Background: an optimization exercise with open tools, aiming at small area. Do not read the settings as production practice. Only simulation tests tie the RTL to the original design; equivalence was not proved.

== build 82 ==
==> flow/design.v (excerpt) <==
module ecg_qrs_detector #(
    parameter int DIN_W       = 59,
    parameter int MWI_LEN     = 32,
    parameter int REFRACT_LEN = 50,
    parameter int MAX_ABOVE   = 64
) (
    input  logic                    clk,
    input  logic                    rst,
    input  logic signed [DIN_W-1:0] din,
    input  logic                    din_valid,
    input  logic [31:0]             thresh,
    output logic [31:0]             mwi_out,
    output logic                    mwi_valid,
    output logic                    qrs_valid,
    output logic [31:0]             qrs_peak,
    output logic [31:0]             qrs_idx
);
    logic               ovf;
    logic signed [15:0] x_sat;
    logic signed [15:0] xd [4];      
    logic signed [18:0] acc;
    logic signed [15:0] d_p0;        
    logic               acc_pc, dpc;
    logic               vld_p0;
    assign ovf   = din[DIN_W-1] ? ~&din[DIN_W-2:15] : |din[DIN_W-2:15];
    assign x_sat = ovf ? {din[DIN_W-1], {15{~din[DIN_W-1]}}} : din[15:0];
    wire s0_0;
    wire s0_1;
    wire s0_2;
    wire s0_3;
    wire s0_4;
    wire s0_5;
    wire s0_6;
    wire s0_7;
    wire s0_8;
    wire s0_9;
    wire s0_10;
    wire s0_11;
    wire s0_12;
    wire s0_13;
    wire s0_14;
    wire s0_15;
    wire s0_16;
    wire s0_17;
    wire s0_18;
    wire s0_19;
    wire s0_20;
    wire s0_21;
    wire s0_22;
    wire s0_23;
    wire s0_24;
    wire s0_25;
    wire s0_26;
    wire s0_27;
    wire s0_28;
    wire s0_29;
  ...
For scale: ~2200 cells after synthesis, about 190 I/O pins.
==> flow/config.mk <==
export PLATFORM = sky130hd
export DESIGN_NAME = ecg_qrs_detector
export DESIGN_NICKNAME = ecg_qrs_detector
export VERILOG_FILES = /design/flow/design.v
export SDC_FILE = /design/flow/constraint.sdc
export NUM_CORES = 4
export LEC_CHECK = 0
export CAP_MARGIN = 20
export CORE_MARGIN = 2
export CORE_UTILIZATION = 65
export PLACE_DENSITY = 0.8
export SLEW_MARGIN = 20
export SYNTH_HIERARCHICAL = 1
==> flow/constraint.sdc <==
create_clock -name core_clock -period 10.0 [get_ports {clk}]
set_input_delay 2.0000 -clock core_clock [delete_from_list [all_inputs] [get_ports {clk}]]
set_output_delay 2.0000 -clock core_clock [all_outputs]
set_load 0.01 [all_outputs]
standard.sh (not shown) runs the stock make flow with config.mk's settings and CLKGATE_MAP_FILE= SYNTH_SCRIPT=/design/flow/synth_recipe.tcl, a recipe that flattens the netlist after the stock synthesis.
==> flow/flow/run.sh <==
#!/bin/bash
# Layout flow: the standard flow (standard synthesis unchanged) with
# buf_1 port buffers and a clock tree of fewer, larger clusters without
# dummy loads. The whole ORFS output goes to standard.log (each step also
# keeps its own log under orfs/logs).
export BUFFER_PORTS_ARGS="-buffer_cell sky130_fd_sc_hd__buf_1"
# skip the floorplan-stage timing repair on wire-load estimates; remove the
# synthesis buffers instead (placement-stage repair re-buffers as needed)
export REMOVE_ABC_BUFFERS=1
export CTS_ARGS="-sink_clustering_enable -repair_clock_nets -dont_use_dummy_load -sink_clustering_size 9 -sink_clustering_max_diameter 40 -buf_list sky130_fd_sc_hd__clkbuf_4"
bash standard.sh > standard.log 2>&1
Inputs modified between build 82 and build 15:
diff --git a/flow/flow/run.sh b/flow/flow/run.sh
--- a/flow/flow/run.sh
+++ b/flow/flow/run.sh
@@ -8,4 +8,4 @@
 # synthesis buffers instead (placement-stage repair re-buffers as needed)
 export REMOVE_ABC_BUFFERS=1
-export CTS_ARGS="-sink_clustering_enable -repair_clock_nets -dont_use_dummy_load -sink_clustering_size 9 -sink_clustering_max_diameter 40 -buf_list sky130_fd_sc_hd__clkbuf_4"
+export CTS_ARGS="-sink_clustering_enable -repair_clock_nets -dont_use_dummy_load -sink_clustering_size 18 -sink_clustering_max_diameter 60 -buf_list sky130_fd_sc_hd__clkbuf_8"
 bash standard.sh > standard.log 2>&1
## What came out
- Build 82 -> build 15: met2 layer wire length in the routed design decreased slightly
- Build 15 gives less worst hold slack after final layout than build 82 did.
- Build 15 against build 82: cell count went down by 55; post-synthesis to final-layout area growth went down by 0.22 points; utilization was more or less identical; share of the clock period used by the worst path went down by 1.6 points.
[inputs] build 34 vs build 15
- changing CORE_UTILIZATION from 65 to 75
- changing PLACE_DENSITY from 0.8 to 0.88
diff --git a/flow/flow/run.sh b/flow/flow/run.sh
--- a/flow/flow/run.sh
+++ b/flow/flow/run.sh
@@ -8,4 +8,4 @@
 # synthesis buffers instead (placement-stage repair re-buffers as needed)
 export REMOVE_ABC_BUFFERS=1
-export CTS_ARGS="-sink_clustering_enable -repair_clock_nets -dont_use_dummy_load -sink_clustering_size 18 -sink_clustering_max_diameter 60 -buf_list sky130_fd_sc_hd__clkbuf_8"
+export CTS_ARGS="-sink_clustering_enable -repair_clock_nets -dont_use_dummy_load -sink_clustering_size 22 -sink_clustering_max_diameter 50 -buf_list sky130_fd_sc_hd__clkbuf_8"
 bash standard.sh > standard.log 2>&1
Results
- As far as number of flops mapped to enable cells by yosys is concerned, build 34 and build 15 perform about the same.
- Setup slack: build 34 less than build 15
- Worst slack after detailed placement delta for build 34 relative to build 15: 0.34 ns lower
- Wire length of the first global-routing pass (higher): build 34
- A start point of the critical path of mwi_valid$_DFF_PP0_ is what build 34 shows, while sum[13]$_DFF_PP0_ belongs to build 15.
- Cell area | build 34 vs build 15 | build 34 smaller
- Build 34 vs. build 15: via count grew by 2.7%; highest fanout seen on the critical path grew by 15; post-synthesis to final-layout area growth shrank by 0.44 points; met2 layer wire length in the routed design grew by 2.5 mm.
For build 14, these inputs were changed with respect to build 34:
- CORE_UTILIZATION: 75 -> 65
- PLACE_DENSITY: 0.88 -> 0.8
diff --git a/flow/flow/run.sh b/flow/flow/run.sh
--- a/flow/flow/run.sh
+++ b/flow/flow/run.sh
@@ -8,4 +8,4 @@
 # synthesis buffers instead (placement-stage repair re-buffers as needed)
 export REMOVE_ABC_BUFFERS=1
-export CTS_ARGS="-sink_clustering_enable -repair_clock_nets -dont_use_dummy_load -sink_clustering_size 22 -sink_clustering_max_diameter 50 -buf_list sky130_fd_sc_hd__clkbuf_8"
+export CTS_ARGS="-sink_clustering_enable -repair_clock_nets -dont_use_dummy_load -sink_clustering_size 18 -sink_clustering_max_diameter 100 -buf_list sky130_fd_sc_hd__clkbuf_8"
 bash standard.sh > standard.log 2>&1
## What came out
Global-route wire length before repair delta (build 14 − build 34): favourable
Going from build 34 to build 14, the global-route usage over all layers was found to have gone down by 5.6 points.
Cmp build 14 and build 34 / met1 usage / higher: build 34
Build 14 completed end to end with timing, DRC and antenna clean.
Going from build 34 to build 14, multi-input combinational area share neither gained nor lost much, sequential share of layout area held steady, die area now sits higher.

[what the ideal ports hide]
The results above use ideal ports. As a check the final layouts listed here were re-extracted and re-timed, cells and wires unchanged. Step 1 sets driving cells, clkbuf_16 on the clock port and buf_2 on the other inputs (assumed; they add their load-dependent delay and slew). Step 2 moves the port delays by t, midway between the first and last clock arrival at a register: inputs arrive t later, outputs are due t later. That takes back most of the time a late clock gives input paths. Three values: ideal ports, drivers, drivers and shift; two values: the first two.
| run | shift t [ns] | slack for setup (ns) | worst register clock-pin slew, ns |
|---|---|---|---|
| build 82 | 0.891 | 1.790 / 1.738 / 2.161 | 0.10 / 0.10 |
| build 15 | 0.688 | 1.948 / 1.898 / 2.182 | 0.11 / 0.11 |
| build 34 | 0.714 | 1.807 / 1.807 / 1.807 | 0.12 / 0.12 |
| build 14 | 0.692 | 2.019 / 1.967 / 2.245 | 0.12 / 0.12 |
After both steps every run listed still meets setup and hold.
